Source: an optimization exercise on an open RTL-to-GDS flow (aim: a short achievable clock period and few clock cycles). Production flows keep margins and buffers that such runs may drop.
Function was checked by simulation only, so behaviour that the tests miss may differ from the original.
Power figures rest on the tool's default switching activity, not on a simulated workload.

<file path="design/flow/design.v">
package dcache_pkg;
  typedef logic [31:0] word_t;
  typedef logic [31:0] addr_t;
  typedef logic [26-1:0] tag_t;
  typedef logic [3-1:0] idx_t;
  typedef logic [31:0] hit_cnt_t;
  typedef enum logic [3:0] {
    idle,
    wb0,           
    wb1,           
    ld0,           
    ld1,           
    flush_scan,    
    flush_wb0,
    flush_wb1,
    cnt_wr,        
    done           
  } ctrl_state_t;
endpackage
`timescale 1ns/1ps
module dcache (
  input  logic              CLK,
  input  logic              rst,
  input  logic              halt,
  input  logic              dmem_ren,
  input  logic              dmem_wen,
  input  dcache_pkg::addr_t dmem_addr,
  input  dcache_pkg::word_t dmem_store,
  output logic              dhit,
  output logic              flushed,
  output dcache_pkg::word_t dmem_load,
  output logic              dread,
  output logic              dwrite,
  output dcache_pkg::addr_t daddr,
  output dcache_pkg::word_t dstore,
  input  logic              dwait,
  input  dcache_pkg::word_t dload
);
  localparam int NS          = 8;
  localparam int NE          = 2 * NS;              
  localparam int TW          = 26;
  localparam int NWB         = 8;                   
  localparam int WB_HI       = 6;                   
  localparam int WCW         = 4;                   
  localparam bit STORE_FAST  = 1'b1;                
  localparam bit LOAD_BYPASS = 1'b1;                
  localparam logic [1:0] SRC_FETCH = 2'd0;
  localparam logic [1:0] SRC_WB    = 2'd1;
  localparam logic [1:0] SRC_CLEAN = 2'd2;
  localparam logic [1:0] SRC_CNT   = 2'd3;
  logic [NE-1:0]             valid_q;
  logic [NE-1:0][TW-1:0]     tag_q;
  logic [NE-1:0][1:0]        pres_q;      
  logic [NE-1:0][1:0]        dirty_q;     
  logic [NE-1:0][1:0][31:0]  data_q;
  logic [NS-1:0]             lru_q;       
  logic [NWB-1:0]            wv_q;
  logic [NWB-1:0][28:0]      wa_q;        
  logic [NWB-1:0][1:0]       wd_q;        
  logic [NWB-1:0][1:0]       wp_q;        
  logic [NWB-1:0][1:0][31:0] wdat_q;
  logic                      urg_q;       
  logic                      okst_q;      
  logic                      pv_q;        
  logic                      dread_q;
  logic                      dwrite_q;
  logic                      pwant_q;     
  logic [1:0]                psrc_q;
  logic [29:0]               pa_q;        
  logic [31:0]               pdat_q;
  logic [NE-1:0]             pe_q;
  logic                      pk_q;
  logic [NWB-1:0]            ps_q;
  logic                      cnt_sent_q;
  logic [NE-1:0][1:0]        xf_q;        
  logic [NE-1:0][1:0]        xc_q;        
  logic [NWB-1:0][1:0]       xw_q;        
  logic                      cand_v_q;
  logic                      cand_rd_q;
  logic [1:0]                cand_src_q;
  logic [NE-1:0]             cand_e_q;
  logic                      cand_k_q;
  logic [NWB-1:0]            cand_s_q;
  logic                      acc_q;       
  logic [NE-1:0]             acc_e_q;
  logic                      rdy_q;       
  logic [31:0]               ld_q;
  logic                      fwd_arm_q;   
  logic [NE-1:0][1:0]        pend_w_q;    
  logic [31:0]               pend_d_q;
  logic [NE-1:0][1:0]        pend_rc_q;   
  logic [NE-1:0]             ev_al_q;     
  logic [NE-1:0][1:0]        ev_st_q;     
  logic [NWB-1:0]            ev_rc_q;     
  dcache_pkg::hit_cnt_t      hit_cnt_q;
  logic                      cnt_inc_q;   
  logic                      flushed_q;
  logic                      halted_q;    
  dcache_pkg::tag_t rtag;
  dcache_pkg::idx_t rset;
  logic             roff;
  logic             req;
  logic             hlt;
  assign rtag = dmem_addr[31 -: TW];
  assign rset = dmem_addr[3 +: 3];
  assign roff = dmem_addr[2];
  assign req  = dmem_ren || dmem_wen;
  assign hlt  = halt || halted_q;
  logic [NS-1:0] rdec;
  logic [NE-1:0] match, pres_k, vsel, tsel;
  logic [NS-1:0] vw_s;
  always_comb begin
    for (int s = 0; s < NS; s++) begin
      rdec[s] = (rset == 3'(s));
      vw_s[s] = !valid_q[2*s] ? 1'b0 : (!valid_q[2*s+1] ? 1'b1 : lru_q[s]);
    end
    for (int e = 0; e < NE; e++) begin
      match[e]  = valid_q[e] && rdec[e/2] && (tag_q[e] == rtag);
      pres_k[e] = roff ? pres_q[e][1] : pres_q[e][0];
      vsel[e]   = rdec[e/2] && (vw_s[e/2] == 1'(e % 2));
    end
  end
  logic hit, hw, hit_pres, vw;
  assign hit      = |match;
  assign hit_pres = |(match & pres_k);
  logic [NE-1:0] rc_k;
  logic          hit_rdy;
  always_comb begin
    for (int e = 0; e < NE; e++) rc_k[e] = roff ? pend_rc_q[e][1] : pend_rc_q[e][0];
  end
  assign hit_rdy  = |(match & pres_k & ~rc_k);
  assign hw       = |(match & {NS{2'b10}});
  assign vw       = |(rdec & vw_s);
  logic [NE-1:0] oth;
  always_comb begin
    for (int e = 0; e < NE; e++) oth[e] = match[e ^ 1];
  end
  assign tsel     = match | (vsel & ~oth);
  logic [NE-1:0][1:0] st_w, fl_w, cl_w, d_fl, fl_ok;
  logic [NE-1:0]      al_e;
  logic [NE-1:0]     c_e;
  logic [1:0]        vdirty, vpres;
  logic [TW-1:0]     vtag;
  logic [1:0][31:0]  vdata;
  always_comb begin
    vdirty = '0;
    vpres  = '0;
    vtag   = '0;
    vdata  = '0;
    for (int e = 0; e < NE; e++) begin
      if (vsel[e]) begin
        vdirty = vdirty | dirty_q[e];
        vpres  = vpres | pres_q[e];
        vtag   = vtag | tag_q[e];
      end
      if (vsel[e]) vdata = vdata | data_q[e];
    end
  end
  logic [NWB-1:0]    wbm, fs;
  logic              wbhit, wb_full;
  logic [1:0]        wsel_d, wsel_p;
  always_comb begin
    wsel_d   = '0;
    wsel_p   = '0;
    for (int n = 0; n < NWB; n++) begin
      wbm[n] = wv_q[n] && (wa_q[n] == dmem_addr[31:3]);
      fs[n]  = !wv_q[n];
      for (int m = 0; m < n; m++) begin
        if (!wv_q[m]) fs[n] = 1'b0;
      end
      if (wbm[n]) begin
        wsel_d   = wsel_d | wd_q[n];
        wsel_p   = wsel_p | wp_q[n];
      end
    end
  end
  assign wbhit   = |wbm;
  assign wb_full = &wv_q;
  logic vok, first, accept_st, accept_ld, accept, alloc, reclaim, push;
  assign vok       = (vdirty == 2'b00) || !wb_full;
  assign first     = req && !acc_q && !rdy_q && !hlt;
  assign accept_st = first && dmem_wen && (STORE_FAST ? okst_q : (hit || vok));
  assign accept_ld = first && dmem_ren && (hit || vok);
  assign accept    = accept_st || accept_ld;
  assign alloc     = accept && !hit;
  assign reclaim   = alloc && wbhit;
  assign push      = alloc && (vdirty != 2'b00);
  logic comp, comp_ok, free;
  assign comp    = pv_q && !dwait;               
  assign comp_ok = comp && pwant_q;
  assign free    = !pv_q || !dwait;              
  logic [NE-1:0] xf_k;
  always_comb begin
    for (int e = 0; e < NE; e++) xf_k[e] = roff ? xf_q[e][1] : xf_q[e][0];
  end
  logic first_fl, arrive, first_inflight;
  assign first_fl       = pwant_q && (|(xf_k & match));
  assign arrive         = first_fl && !dwait;
  assign first_inflight = first_fl && dwait;
  logic acc_fl, acc_arrive, acc_inflight, acc_pres, fwd;
  assign acc_fl       = acc_q && pwant_q && (|(xf_k & acc_e_q));
  assign acc_arrive   = acc_fl && !dwait;
  assign acc_inflight = acc_fl && dwait;
  assign acc_pres     = |(acc_e_q & pres_k);
  logic acc_rdy;
  assign acc_rdy      = |(acc_e_q & pres_k & ~rc_k);
  assign fwd          = LOAD_BYPASS && fwd_arm_q && !dwait;
  assign dhit      = !halt && ((STORE_FAST && dmem_wen && okst_q) || (req && (rdy_q || fwd)));
  assign dmem_load = (LOAD_BYPASS && fwd_arm_q) ? dload : ld_q;
  assign flushed   = flushed_q;
  assign dread     = dread_q;
  assign dwrite    = dwrite_q;
  assign daddr     = {pa_q, 2'b00};
  assign dstore    = pdat_q;
  logic [31:0] way_data, d0, d1;
  always_comb begin
    d0       = '0;
    d1       = '0;
    for (int s = 0; s < NS; s++) begin
      if (rdec[s]) begin
        d0 = d0 | data_q[2*s][roff];
        d1 = d1 | data_q[2*s+1][roff];
      end
    end
    for (int e = 0; e < NE; e++) begin
    end
  end
  assign way_data = hw ? d1 : d0;
  logic [1:0][31:0] rc_dat;
  always_comb begin
    rc_dat = '0;
    for (int n = 0; n < NWB; n++) begin
      if (ev_rc_q[n]) rc_dat = rc_dat | wdat_q[n];
    end
  end
  logic [NE-1:0] pend_k;
  logic          fwd_st;
  always_comb begin
    for (int e = 0; e < NE; e++) pend_k[e] = roff ? pend_w_q[e][1] : pend_w_q[e][0];
  end
  assign fwd_st = |(match & pend_k);
  logic          demand_c, demand_r, demand;
  logic [NE-1:0] dem_e;
  logic ldsel;
  assign ldsel    = (first && dmem_ren && vok) || (acc_q && !acc_pres && !acc_fl);
  assign demand_c = first && dmem_ren && vok && !hit_pres && !first_fl && (hit || !wbhit);
  assign demand_r = acc_q && !acc_pres && !acc_fl;
  assign demand   = free && (demand_c || demand_r);
  assign dem_e    = acc_q ? acc_e_q : tsel;
  logic [NE-1:0][1:0]  f_need, c_need;
  logic [NWB-1:0][1:0] w_need;
  logic [NE-1:0]       f_e;
  logic [NWB-1:0]      w_s;
  always_comb begin
    for (int e = 0; e < NE; e++) begin
      for (int k = 0; k < 2; k++) begin
        f_need[e][k] = valid_q[e] && !pres_q[e][k] && !xf_q[e][k];
        c_need[e][k] = dirty_q[e][k] && !xc_q[e][k];
      end
    end
    for (int n = 0; n < NWB; n++) begin
      for (int k = 0; k < 2; k++) begin
        w_need[n][k] = wv_q[n] && wd_q[n][k] && !xw_q[n][k];
      end
    end
    for (int e = 0; e < NE; e++) begin
      f_e[e] = |f_need[e];
      c_e[e] = |c_need[e];
      for (int j = 0; j < e; j++) begin
        if (|f_need[j]) f_e[e] = 1'b0;
        if (|c_need[j]) c_e[e] = 1'b0;
      end
    end
    for (int n = 0; n < NWB; n++) begin
      w_s[n] = |w_need[n];
      for (int j = 0; j < n; j++) begin
        if (|w_need[j]) w_s[n] = 1'b0;
      end
    end
  end
  logic f_any, c_any, wb_any;
  logic fk, ck, bk;
  always_comb begin
    f_any  = |f_e;
    c_any  = |c_e;
    wb_any = |w_s;
    fk     = 1'b0;
    ck     = 1'b0;
    bk     = 1'b0;
    for (int e = 0; e < NE; e++) begin
      if (f_e[e]) fk = fk | !f_need[e][0];
      if (c_e[e]) ck = ck | !c_need[e][0];
    end
    for (int n = 0; n < NWB; n++) begin
      if (w_s[n]) bk = bk | !w_need[n][0];
    end
  end
  logic          bg_go, bg_rd;
  logic [1:0]    bg_src;
  logic [NE-1:0] bg_e;
  logic          bg_k;
  always_comb begin
    bg_go  = 1'b0;
    bg_rd  = 1'b0;
    bg_src = SRC_FETCH;
    bg_e   = f_e;
    bg_k   = fk;
    if (wb_any && (urg_q || hlt || !f_any)) begin
      bg_go  = 1'b1;
      bg_src = SRC_WB;
      bg_k   = bk;
    end else if (f_any && !hlt) begin
      bg_go  = 1'b1;
      bg_rd  = 1'b1;
    end else if (c_any && hlt) begin
      bg_go  = 1'b1;
      bg_src = SRC_CLEAN;
      bg_e   = c_e;
      bg_k   = ck;
    end else if (halted_q && !cnt_sent_q && !acc_q && !cnt_inc_q) begin
      bg_go  = 1'b1;
      bg_src = SRC_CNT;
    end
  end
  logic [TW-1:0] s_tag;
  logic [2:0]    s_set;
  logic [31:0]   s_cdat, s_wdat;
  logic [28:0]   s_wblk;
  logic [29:0]   s_addr;
  logic [31:0]   s_data;
  always_comb begin
    s_tag  = '0;
    s_set  = '0;
    s_cdat = '0;
    s_wblk = '0;
    s_wdat = '0;
    for (int e = 0; e < NE; e++) begin
      if (cand_e_q[e]) begin
        s_tag  = s_tag | tag_q[e];
        s_set  = s_set | 3'(e / 2);
        s_cdat = s_cdat | data_q[e][cand_k_q];
      end
    end
    for (int n = 0; n < NWB; n++) begin
      if (cand_s_q[n]) begin
        s_wblk = s_wblk | wa_q[n];
        s_wdat = s_wdat | wdat_q[n][cand_k_q];
      end
    end
    case (cand_src_q)
      SRC_WB: begin
        s_addr = {s_wblk, cand_k_q};
        s_data = s_wdat;
      end
      SRC_CNT: begin
        s_addr = 32'h3100 >> 2;
        s_data = hit_cnt_q;
      end
      default: begin
        s_addr = {s_tag, s_set, cand_k_q};
        s_data = s_cdat;
      end
    endcase
  end
  function automatic logic killed(input logic [1:0] src, input logic [NE-1:0] e, input logic k,
                                  input logic [NWB-1:0] s);
    killed = 1'b0;
    if ((src == SRC_FETCH) || (src == SRC_CLEAN)) begin
      if (|(e & al_e)) killed = 1'b1;
      if (accept_st && (|(e & tsel)) && (k == roff)) killed = 1'b1;
    end
    if ((src == SRC_WB) && reclaim && (|(s & wbm))) killed = 1'b1;
  endfunction
  function automatic logic killed_before(input logic [1:0] src, input logic [NE-1:0] e,
                                         input logic k, input logic [NWB-1:0] s);
    killed_before = 1'b0;
    for (int j = 0; j < NE; j++) begin
      if (((src == SRC_FETCH) || (src == SRC_CLEAN)) && e[j] && (ev_al_q[j] || ev_st_q[j][k]))
        killed_before = 1'b1;
    end
    if ((src == SRC_WB) && (|(s & ev_rc_q))) killed_before = 1'b1;
  endfunction
  logic start;
  assign start = free && !ldsel && cand_v_q && !(hlt && (cand_src_q == SRC_FETCH)) &&
                 !killed(cand_src_q, cand_e_q, cand_k_q, cand_s_q) &&
                 !killed_before(cand_src_q, cand_e_q, cand_k_q, cand_s_q);
  always_comb begin
    for (int e = 0; e < NE; e++) begin
      al_e[e] = first && (STORE_FAST && dmem_wen ? okst_q : vok) && vsel[e] && !match[e] && !oth[e];
      for (int k = 0; k < 2; k++) begin
        st_w[e][k] = accept_st && tsel[e] && (roff == 1'(k));
        fl_w[e][k] = comp_ok && xf_q[e][k];
        cl_w[e][k] = comp_ok && xc_q[e][k];
        d_fl[e][k]  = fl_w[e][k] && !(first && vsel[e]);
        fl_ok[e][k] = d_fl[e][k] && !pend_w_q[e][k] && !pend_rc_q[e][k];
      end
    end
  end
  logic [NWB-1:0][1:0] wb_pop;    
  always_comb begin
    for (int n = 0; n < NWB; n++) wb_pop[n] = comp_ok ? xw_q[n] : 2'b00;
  end
  logic [WCW-1:0] wb_cnt;
  always_comb begin
    wb_cnt = '0;
    for (int n = 0; n < NWB; n++) wb_cnt = wb_cnt + (WCW)'(wv_q[n]);
  end
  always_ff @(posedge CLK) begin
    if (rst) begin
      valid_q    <= '0;
      dirty_q    <= '0;
      lru_q      <= '0;
      wv_q       <= '0;
      urg_q      <= 1'b0;
      okst_q     <= 1'b0;
      pv_q       <= 1'b0;
      dread_q    <= 1'b0;
      dwrite_q   <= 1'b0;
      pwant_q    <= 1'b0;
      cnt_sent_q <= 1'b0;
      cand_v_q   <= 1'b0;
      xf_q       <= '0;
      xc_q       <= '0;
      xw_q       <= '0;
      acc_q      <= 1'b0;
      rdy_q      <= 1'b0;
      fwd_arm_q  <= 1'b0;
      hit_cnt_q  <= 32'h0000_0000;
      cnt_inc_q  <= 1'b0;
      pend_w_q   <= '0;
      pend_rc_q  <= '0;
      flushed_q  <= 1'b0;
      halted_q   <= 1'b0;
    end else begin
      if (halt) halted_q <= 1'b1;
      for (int e = 0; e < NE; e++) begin
        if (al_e[e]) valid_q[e] <= 1'b1;
        for (int k = 0; k < 2; k++) begin
          if (st_w[e][k])      dirty_q[e][k] <= 1'b1;
          else if (al_e[e])    dirty_q[e][k] <= reclaim && wsel_d[k];
          else if (cl_w[e][k]) dirty_q[e][k] <= 1'b0;
        end
      end
      for (int s = 0; s < NS; s++) begin
        if (accept && rdec[s]) lru_q[s] <= hit ? !hw : !vw;
      end
      cnt_inc_q <= accept && hit;
      pend_w_q  <= st_w;
      for (int e = 0; e < NE; e++) begin
        pend_rc_q[e] <= (al_e[e] && reclaim) ? wsel_p : 2'b00;
      end
      if (cnt_inc_q) hit_cnt_q <= hit_cnt_q + 1'b1;
      for (int n = 0; n < NWB; n++) begin
        if (push && fs[n])                                       wv_q[n] <= 1'b1;
        else if (reclaim && wbm[n])                              wv_q[n] <= 1'b0;
        else if ((|wb_pop[n]) && !(|(wd_q[n] & ~wb_pop[n])))    wv_q[n] <= 1'b0;
      end
      urg_q  <= (32'(wb_cnt) >= WB_HI);
      okst_q <= !hlt && (32'(wb_cnt) <= NWB - 2);
      if (demand || start) begin
        pv_q       <= 1'b1;
        dread_q    <= demand || cand_rd_q;
        dwrite_q   <= !(demand || cand_rd_q);
        pwant_q    <= 1'b1;
        if (!demand && (cand_src_q == SRC_CNT)) cnt_sent_q <= 1'b1;
        for (int e = 0; e < NE; e++) begin
          for (int k = 0; k < 2; k++) begin
            xf_q[e][k] <= demand ? (dem_e[e] && (roff == 1'(k)))
                                 : ((cand_src_q == SRC_FETCH) && cand_e_q[e] && (cand_k_q == 1'(k)));
            xc_q[e][k] <= !demand && (cand_src_q == SRC_CLEAN) && cand_e_q[e] && (cand_k_q == 1'(k));
          end
        end
        for (int n = 0; n < NWB; n++) begin
          for (int k = 0; k < 2; k++) begin
            xw_q[n][k] <= !demand && (cand_src_q == SRC_WB) && cand_s_q[n] && (cand_k_q == 1'(k));
          end
        end
      end else begin
        if (comp) begin
          xf_q <= '0;
          xc_q <= '0;
          xw_q <= '0;
        end
        if (comp) begin
          pv_q     <= 1'b0;
          dread_q  <= 1'b0;
          dwrite_q <= 1'b0;
        end
        pwant_q <= pwant_q && !killed(psrc_q, pe_q, pk_q, ps_q);
      end
      if (comp && (psrc_q == SRC_CNT)) flushed_q <= 1'b1;
      cand_v_q <= bg_go;
      rdy_q <= (accept_st && !STORE_FAST) ||
               (accept_ld && (hit_rdy || arrive)) ||
               (acc_q && !fwd && (acc_rdy || acc_arrive));
      if (accept_ld && !hit_rdy && !arrive) acc_q <= 1'b1;
      else if (acc_q && (fwd || acc_rdy || acc_arrive)) acc_q <= 1'b0;
      fwd_arm_q <= LOAD_BYPASS &&
                   ((acc_q && !fwd && (acc_inflight || (demand && demand_r))) ||
                    (accept_ld && !hit_pres && !arrive && (demand_c ? demand : first_inflight)));
    end
  end
  always_ff @(posedge CLK) begin
    for (int e = 0; e < NE; e++) begin
      if (al_e[e]) tag_q[e] <= rtag;
      for (int k = 0; k < 2; k++) begin
        if (st_w[e][k])      pres_q[e][k] <= 1'b1;
        else if (al_e[e])    pres_q[e][k] <= reclaim && wsel_p[k];
        else if (fl_ok[e][k]) pres_q[e][k] <= 1'b1;
        if (pend_w_q[e][k] || pend_rc_q[e][k] || fl_ok[e][k])
          data_q[e][k] <= pend_w_q[e][k] ? pend_d_q : (pend_rc_q[e][k] ? rc_dat[k] : dload);
      end
    end
    for (int n = 0; n < NWB; n++) begin
      if (first && fs[n]) begin
        wa_q[n]   <= {vtag, rset};
        wd_q[n]   <= vdirty;
        wp_q[n]   <= vpres;
        wdat_q[n] <= vdata;
      end else begin
        wd_q[n] <= wd_q[n] & ~wb_pop[n];
      end
    end
    if (free) begin
      psrc_q <= ldsel ? SRC_FETCH : cand_src_q;
      pa_q   <= ldsel ? dmem_addr[31:2] : s_addr;
      pdat_q <= s_data;
      pe_q   <= ldsel ? dem_e : cand_e_q;
      pk_q   <= ldsel ? roff : cand_k_q;
      ps_q   <= cand_s_q;
    end
    ev_al_q    <= al_e;
    ev_st_q    <= st_w;
    ev_rc_q    <= reclaim ? wbm : '0;
    cand_rd_q  <= bg_rd;
    cand_src_q <= bg_src;
    pend_d_q   <= dmem_store;
    cand_e_q   <= bg_e;
    cand_k_q   <= bg_k;
    cand_s_q   <= w_s;
    if (accept_ld) acc_e_q <= tsel;
    ld_q <= (arrive || acc_arrive) ? dload : (fwd_st ? pend_d_q : way_data);
  end
endmodule
</file>
<file path="design/flow/flow/run.sh">
#!/bin/bash
# Layout: the standard ORFS flow (standard.sh, unchanged synthesis) with two resizer
# settings changed:
#  - MATCH_CELL_FOOTPRINT=0 lets repair_design and repair_timing choose any drive strength
#    (the platform default only swaps a cell for one with the same footprint);
#  - every input and output port is still buffered, with buf_4 instead of the default
#    clkdlybuf4s50_1 delay cell.
# make's full output goes to standard_finish.log; ORFS keeps each step's log under orfs/logs/.
set -euo pipefail
bash standard.sh MATCH_CELL_FOOTPRINT=0 "BUFFER_PORTS_ARGS=-buffer_cell sky130_fd_sc_hd__buf_4" finish \
  > standard_finish.log 2>&1
</file>
<file path="design/flow/standard.sh">
#!/bin/bash
# synth_recipe.tcl (not shown) runs the flow's synth.tcl, then flattens the netlist and writes it again
# the make line also repeats each setting of config.mk as NAME=value (left out here)
make -C /OpenROAD-flow-scripts/flow DESIGN_CONFIG=/design/flow/config.mk WORK_HOME=/design/flow/orfs CLKGATE_MAP_FILE= SYNTH_SCRIPT=/design/flow/synth_recipe.tcl "${@:-finish}"
</file>
<file path="design/flow/config.mk">
export PLATFORM = sky130hd
export DESIGN_NAME = dcache
export DESIGN_NICKNAME = dcache
export VERILOG_FILES = /design/flow/design.v
export SDC_FILE = /design/flow/constraint.sdc
export NUM_CORES = 4
export LEC_CHECK = 0
export ABC_CLOCK_PERIOD_IN_PS = 2500
export CAP_MARGIN = 20
export CORE_MARGIN = 2
export CORE_UTILIZATION = 25
export GPL_ROUTABILITY_DRIVEN = 1
export SETUP_SLACK_MARGIN = 4.5
export SLEW_MARGIN = 20
export TNS_END_PERCENT = 10
</file>
<file path="design/flow/constraint.sdc">
create_clock -name core_clock -period 7.5 [get_ports {CLK}]
set_input_delay 1.5000 -clock core_clock [delete_from_list [all_inputs] [get_ports {CLK}]]
set_output_delay 1.5000 -clock core_clock [all_outputs]
set_load 0.01 [all_outputs]
</file>
==> impl_metrics.csv, run 1 <==
group,metric,value,unit
power,seqPwrFrac,44.2,%
global_route,grt_pass1_vias,139400,
synthesis,synth_ff_type,"edfxtp_1",
placement,postPlaceCellArea,0.1688,sq mm
floorplan,fp.dieW,799.3,um
layout,final_nets,15910,
route,ant_nets,0,
placement,dp_hpwl,575100,um
critical_path,crit_type,"input port to flop",
power,p_leak,61.52,nW
worst_hold_path,min-delay-start,"urg_q",
power,p_sw_share,29.13,%
placement,port_buffers,197,
synthesis,synthAdderAreaFrac,0.09811,%
power,powerDensity,206.1,mW/mm^2
critical_path,worstRegToRegCells,12,
synthesis,async_reset_ff_share,0,%
synthesis,synthTopCellsByArea,"edfxtp_1, o21ai_0, nand2_1",
synthesis,yosys.area.top_type,"edfxtp_1",
synthesis,ys_types,102,
critical_path,critPathCaptureType,"flop",
critical_path,arrival,5180,ps
critical_path,crit_fanout,24,
layout,finish.instance_area,0.1931,sq mm
critical_path,crit_start,"dmem_addr[22]",
layout,drive_above_1_share,20.35,%
synthesis,synth.area.mux_share,10.14,%
sta,final_hold_viol_count,0,
floorplan,rows,292,
synthesis,synth_edf_count,2305,
clocking,path_clk_slew,70,ps
outcome,status,"finished with violations",
synthesis,ys_seq_elements,2755,
clocking,cts_made_buffers,323,
global_route,antenna_found_initial,113,
power,power.clock.fraction,41.8,%
clocking,root_buffer,"clkbuf_16",
clocking,clock_sinks,2755,
critical_path,worstPathRequired,8360,ps
synthesis,synth.most_common_cell,"nand2_1",
floorplan,core,0.6313,sq mm
layout,syn_to_final_growth,22.09,%
sta,finalSetupViolations,0,
power,internal_power,28.20,mW
global_route,grt_pass1_wl,1244000,um
synthesis,yosys.area_share.xor_xnor,3.760,%
synthesis,ys_seq_area_share,49.46,%
critical_path,critPathLaunchType,"input port",
synthesis,synth-compound-area-share,19.52,%
clocking,clk_latency,1110,ps
layout,nFillCells,64110,
synthesis,netlist.area_leader.share,43.77,%
route,drt_iter0_drc,37000,
sta,fin_skew,143.1,ps
floorplan,ios,202,
global_route,grt-ovfl-total,0,
route,viasPerCell,6.536,
synthesis,syn_avg_cell_area,9.925,sq um
sta,period_minus_slack,4320,ps
floorplan,initial_core_util,25.05,%
route,wl_per_cell,39.90,um
synthesis,synth_top_family_by_area,"compound AO/OA/AOI/OAI gates",
outcome,violations,"max-capacitance violations, max-slew violations",
global_route,grt_usage,28.21,%
sta,fin_setup_tns,0,ps
route,first_pass_iters,20,
floorplan,die_h,799.3,um
power,power.net_switching,11.59,mW
route,wirelength,983800,um
route,drc,0,
synthesis,synthSimpleGateAreaFrac,12.50,%
power,combPwrFrac,14.0,%
critical_path,worstSetupEndpoint,"xc_q[9]",
sta,timing.final.max_slew_violations,30,
floorplan,die-area,0.6390,sq mm
clocking,htree_num_levels,5,
global_route,grt_max_degree,139,
clocking,cts_tree,"built",
sta,whs,416.2,ps
sta,min_period_over_period,57.60,%
sta,max_freq,231.5,MHz
clocking,cts_max_path_buffers,4,
synthesis,yosys_warnings,1,
critical_path,rrSetupSlack,3220,ps
flow_run,cap_violations,3,
sta,worst_pin_slew,2042,ps
synthesis,syn-cell-area,0.1581,sq mm
route,dr_total_vias,161100,
sta,rsz0062_at_grt,"true",
placement,globalplace.congestion,1.094,
synthesis,netlist_top_cells_count,"nand2_1, edfxtp_1, o21ai_0, clkbuf_1, mux2_2",
synthesis,syn_inst,15930,
power,worst_ir_drop_vdd,0.0001955,V
worst_hold_path,min_path_type,"flop to flop",
critical_path,worstReg2RegEnd,"xc_q[9]",
sta,slew-limit-headroom,-36.63,%
critical_path,regToRegStartpoint,"tag_q[16]",
critical path, cell delays in order:
cell and delay [ps]:
buf_12 140, xnor2_2 220, nand4_1 510, nor4_4 630, nand2_2 200, nand4_1 170, nand4_1 130, or3_4 410
a32oi_4 260, buf_12 170, a21o_4 230, clkbuf_16 200, mux2_1 320
how the worst min path moves through the flow:
stage	slack, ps	to	cells after the start
2_1_floorplan	400	cand_rd_q	1
3_3_place_gp	430	cand_rd_q	1
3_5_place_dp	420	cand_rd_q	1
4_1_cts	400	cand_rd_q	1
5_1_grt	430	cand_rd_q	1
6_report	420	cand_rd_q	1
per-layer routing:
layer / vias up / global-route usage (%) / wire [um]
met3: 5905 / 14.96 / 183400
met4: 86 / 22.51 / 109700
met5: - / 1.784 / 2339
met2: 18800 / 37.68 / 368700
met1: 76130 / 33.13 / 319700
li1: 60230 / - / -
layout make-up:
type | count | area (sq um) | share of cell area [%]
Antenna cell | 214 | 535.5 | 0.2774
Clock buffer | 424 | 8758 | 4.536
Clock inverter | 167 | 1904 | 0.9863
Inverter | 126 | 648.1 | 0.3357
Multi-Input combinational cell | 11400 | 77860 | 40.33
Sequential cell | 2755 | 78650 | 40.74
Tap cell | 8379 | 10480 | 5.430
Timing Repair Buffer | 1195 | 14230 | 7.371
layout by cell type, fill, tap and decap left out, types with 63 or more instances in the layout:
cell type and n:
nand4_1 493, a22oi_1 665, nor2_1 400, xnor2_1 296
xor2_1 188, nor4_1 80, diode_2 214, mux2_2 739
a221oi_1 481, a21oi_1 395, buf_6 114, a22o_1 397
inv_1 100, nand2_1 2561, clkbuf_1 77, xnor2_2 152
dfxtp_1 320, buf_4 750, buf_12 158, buf_16 63
edfxtp_1 2305, mux2i_1 688, o22ai_1 300, o21ai_0 2171
clkbuf_16 406, nand3_1 99, dfxtp_4 106, a31oi_1 114
and4_1 73, nor3_1 69
power by group through the flow:
stage | Combinational (mW) | Sequential [mW] | Clock [mW]
finish | 5.56 | 17.6 | 16.6
global route | 5.50 | 17.6 | 17.1
CTS | 4.90 | 17.5 | 16.5
detailed placement | 4.43 | 17.8 | 0
global placement | 4.41 | 17.8 | 0
floorplan | 2.51 | 17.6 | 0
logic make-up after synthesis:
kind of cell | count (synthesis)
buf+inv | 1801
xor+xnor | 679
simple gates | 4307
mux | 1500
fa+ha+maj | 10
compound gates | 4881
flops | 2755
other cells | 1
stage by stage:
step | utilization (%) | instances | power (mW) | worst slack [ps]
after floorplan | - | 15940 | 20.15 | 1678
after global placement | 26.73 | 23290 | 22.23 | 1146
after detailed placement | 26.74 | 23300 | 22.25 | 1047
after CTS | 29.73 | 24190 | 38.90 | 3428
after global routing | 30.52 | 24500 | 40.14 | 3232
final | 30.58 | 24660 | 39.78 | 3180
state kept, by name, summed over array words and instances (netlist names), 30 cells and up:
signal	cells
pdat_q	32
pres_q	32
pa_q	30
ev_st_q	32
pend_rc_q	32
pend_w_q	32
xc_q	32
pend_d_q	32
data_q	1024
wdat_q	512
tag_q	416
xf_q	32
wa_q	232
ld_q	32
hit_cnt_q	32
dirty_q	32
timing repair:
item / in CTS / in global routing
pin swaps: 145 / 96
buffers inserted: 235 / 203
hold buffers: 0 / 0
setup endpoints to repair: 3055 / 3404
gates cloned: 68 / 43
gates resized for setup: 920 / 431
Testbench counts, summed over its fixed seeds: cycles 31,056.
==> run 2, diff against run 1 <==
==> design/flow/run.sh (new file) <==
#!/bin/bash
# synth_recipe.tcl (not shown) runs the flow's synth.tcl, then flattens the netlist and writes it again
# the make line also repeats each setting of config.mk as NAME=value (left out here)
make -C /OpenROAD-flow-scripts/flow DESIGN_CONFIG=/design/flow/config.mk WORK_HOME=/design/flow/orfs CLKGATE_MAP_FILE= SYNTH_SCRIPT=/design/flow/synth_recipe.tcl finish
removed: design/flow/flow/run.sh
removed: design/flow/standard.sh
==> impl_metrics.csv, run 2 <==
group,metric,value,unit
worst_hold_path,whs_path_depth,1,
global_route,grt-ovfl-total,0,
power,internal_power,28.65,mW
power,p_sw_share,29.21,%
sta,worst_slack,3208,ps
outcome,violations,"max-capacitance violations, max-slew violations",
sta,fin_setup_tns,0,ps
clocking,path_clk_slew,60,ps
synthesis,syn-cell-area,0.1581,sq mm
clocking,cts_made_buffers,324,
placement,port_buffers,197,
route,ant_nets,0,
layout,final_common_cell,"nand2_1",
layout,largest_reg_flops,1024,
layout,multi_input_area,0.07849,sq mm
global_route,grt_usage,29.35,%
power,power.clock.fraction,41.7,%
clocking,cts_max_path_buffers,4,
floorplan,rows,292,
critical_path,crit_chain,"buf_12 -> xnor2_2 -> nand4_1 -> nor3_2 -> nand2_2 -> a31oi_1 -> nand4_1 -> or3b_4 -> a32oi_4 -> buf_12 -> a21o_4 -> buf_12 -> buf_12 -> buf_16 -> mux2_4",
floorplan,ios,202,
placement,globalplace.congestion,1.071,
sta,max_freq,233.0,MHz
synthesis,synth_ff_type,"edfxtp_1",
synthesis,synthTopCellsByArea,"edfxtp_1, o21ai_0, nand2_1",
sta,timing.final.max_slew_violations,4,
route,first_pass_iters,12,
critical_path,crit_type,"input port to flop",
power,seqPwrFrac,43.5,%
outcome,status,"finished with violations",
power,powerDensity,204.8,mW/mm^2
route,viasPerCell,6.565,
route,wl_per_cell,41.04,um
floorplan,die-area,0.6390,sq mm
layout,final_nets,16060,
synthesis,syn_inst,15930,
synthesis,async_reset_ff_share,0,%
sta,fin_skew,180.0,ps
worst_hold_path,min_path_type,"flop to flop",
layout,top_register,"data_q",
synthesis,yosys_warnings,1,
power,p_leak,63.16,nW
sta,final_hold_viol_count,0,
clocking,htree_num_levels,5,
critical_path,cp_slowest_cell,"xnor2_2",
synthesis,synth.most_common_cell,"nand2_1",
synthesis,ys_seq_area_share,49.46,%
flow_run,cap_violations,1,
route,drt_iter0_drc,35970,
critical_path,arrival,5200,ps
placement,dp_slack,1129,ps
layout,nFillCells,63770,
floorplan,die_h,799.3,um
synthesis,netlist.area_leader.share,43.77,%
sta,period_minus_slack,4292,ps
layout,finish.instance_area,0.1976,sq mm
worst_hold_path,min-delay-start,"urg_q",
synthesis,netlist_top_cells_count,"nand2_1, edfxtp_1, o21ai_0, clkbuf_1, mux2_2",
sta,min_period_over_period,57.23,%
synthesis,ys_types,102,
critical_path,critPathCaptureType,"flop",
power,power.net_switching,11.82,mW
synthesis,ys_seq_elements,2755,
global_route,grt_pass1_wl,1285000,um
floorplan,fp.dieW,799.3,um
critical_path,crit_fanout,17,
route,drc,0,
sta,worst_pin_slew,1583,ps
global_route,antenna_found_initial,130,
clocking,root_buffer,"clkbuf_16",
placement,dp_hpwl,591100,um
clocking,cts_tree,"built",
layout,drive_above_1_share,20.80,%
power,combPwrFrac,14.8,%
clocking,clock_sinks,2755,
sta,rsz0062_at_grt,"true",
placement,postPlaceCellArea,0.1697,sq mm
synthesis,synth_edf_count,2305,
layout,syn_to_final_growth,24.94,%
layout,final_cell_mix,"nand2_1, edfxtp_1, o21ai_0",
floorplan,core,0.6313,sq mm
clocking,clk_latency,1110,ps
critical_path,worstPathRequired,8410,ps
sta,slew-limit-headroom,-5.948,%
global_route,grt_max_degree,152,
critical_path,cpMostUsedCell,"buf_12",
sta,finalSetupViolations,0,
critical_path,max_stage_delay,530,ps
critical_path,critPathLaunchType,"input port",
synthesis,yosys.area.top_type,"edfxtp_1",
route,dr_total_vias,162800,
global_route,grt_pass1_vias,140600,
critical_path,crit_start,"dmem_addr[29]",
power,worst_ir_drop_vdd,0.0002009,V
critical_path,worstRegToRegCells,14,
layout,largest_registers,"data_q x1024, wdat_q x512, tag_q x416",
synthesis,syn_avg_cell_area,9.925,sq um
critical_path,regToRegStartpoint,"tag_q[360]",
route,wirelength,1018000,um
sta,whs,429.8,ps
layout,seq_area,0.07865,sq mm
floorplan,initial_core_util,25.05,%
## run 2: cell types whose count changed in the layout (fill, tap and decap cells not counted), sizes merged, moves of 8 or more
cell / previous run / this run
clkdlybuf4s50: 0 / 97
clkbuf: 504 / 473
diode: 214 / 194
inv: 131 / 139
bufbuf: 0 / 45
buf: 1115 / 1142
## run 2: metal layers
metal	track usage, %	up-vias	part of all wire (%)
met3	16.19	5613	19
met4	24.83	82	11
met5	2.032	-	0.17
met2	38.77	18880	37
met1	33.88	77700	33
li1	-	60490	-
## run 2: power by group through the flow
stage / sequential, mW / combinational, mW / clock (mW)
after floorplan: 17.6 / 2.51 / 0
after global placement: 17.8 / 4.56 / 0
after detailed placement: 17.8 / 4.57 / 0
after CTS: 17.5 / 5.20 / 16.7
after global routing: 17.6 / 5.92 / 17.3
final: 17.6 / 6.00 / 16.9
## run 2: layout make-up
type,instances,share of cell area (%)
inverter,126,0.3040
sequential,2755,39.81
clock inverter,179,1.047
antenna,194,0.2457
clock buffer,419,4.471
tap,8379,5.306
multi-input combinational,11390,39.73
timing repair buffer,1350,9.095
## run 2: cells by family after synthesis
family,share of synthesized area [%]
compound gates,19.52
simple gates,12.50
flops,49.46
buf+inv,4.512
mux,10.14
xor+xnor,3.760
fa+ha+maj,0.09811
other cells,0.002371
## run 2: path summary, 6_finish.rpt
| check | slack (ps) | end |
|---|---|---|
| max | 3210 | xw_q[9] |
| min | 430 | cand_rd_q |
| max reg2reg | 3290 | xw_q[9] |
| min reg2reg | 430 | cand_rd_q |
## run 2: critical path: cells and delay by family
kind	cells	cell delay [ps]
AO/OA/AOI/OAI	3	570
XOR/XNOR	1	530
buffers and inverters	5	700
multiplexers	1	290
AND/OR/NAND/NOR	5	1580
## run 2: repair_timing
| item | CTS | global route |
|---|---|---|
| buffers inserted | 277 | 195 |
| gates cloned | 105 | 52 |
| hold buffers | 0 | 0 |
| setup endpoints to repair | 3491 | 3863 |
| gates resized for setup | 1277 | 645 |
| pin swaps | 130 | 131 |
## run 2: through the flow
stage,utilization (%),std cells,power (mW)
finish,31.30,24790,40.47
global route,31.24,24650,40.75
CTS,30.31,24350,39.43
detailed placement,26.88,23370,22.39
global placement,26.86,23360,22.37
floorplan,-,15940,20.15

-- static timing again, ports no longer ideal --
The flow's constraints put no driver on any port. The routed layouts listed below were extracted and timed again, unchanged, in two steps.
Step 1 (the two cells are an assumption about what drives the block):
set clk [get_ports {CLK}]
set_driving_cell -lib_cell sky130_fd_sc_hd__clkbuf_16 $clk
set_driving_cell -lib_cell sky130_fd_sc_hd__buf_2 [delete_from_list [all_inputs] $clk]
Step 2, shift: input delay + t, output delay - t, t = (earliest + latest rising clock arrival at the registers) / 2. This alone moves slack from input paths to output paths.
a / b / c = ideal ports / drivers / drivers and shift; a / b = the first two.
| run | t, ns | setup WS [ns] | clock arrival spread, ns | worst data-port slew with drivers (ns) | cell pins on the clock port's net |
|---|---|---|---|---|---|
| run 1 | 1.146 | 3.180 / 3.022 / 1.876 | 0.148 / 0.148 | 0.52 | 1 |
| run 2 | 1.131 | 3.208 / 3.023 / 1.892 | 0.183 / 0.182 | 0.48 | 1 |
The setup slack of run 2, which loses most, moves by -0.185 ns with the drivers and by -1.316 ns with both steps.
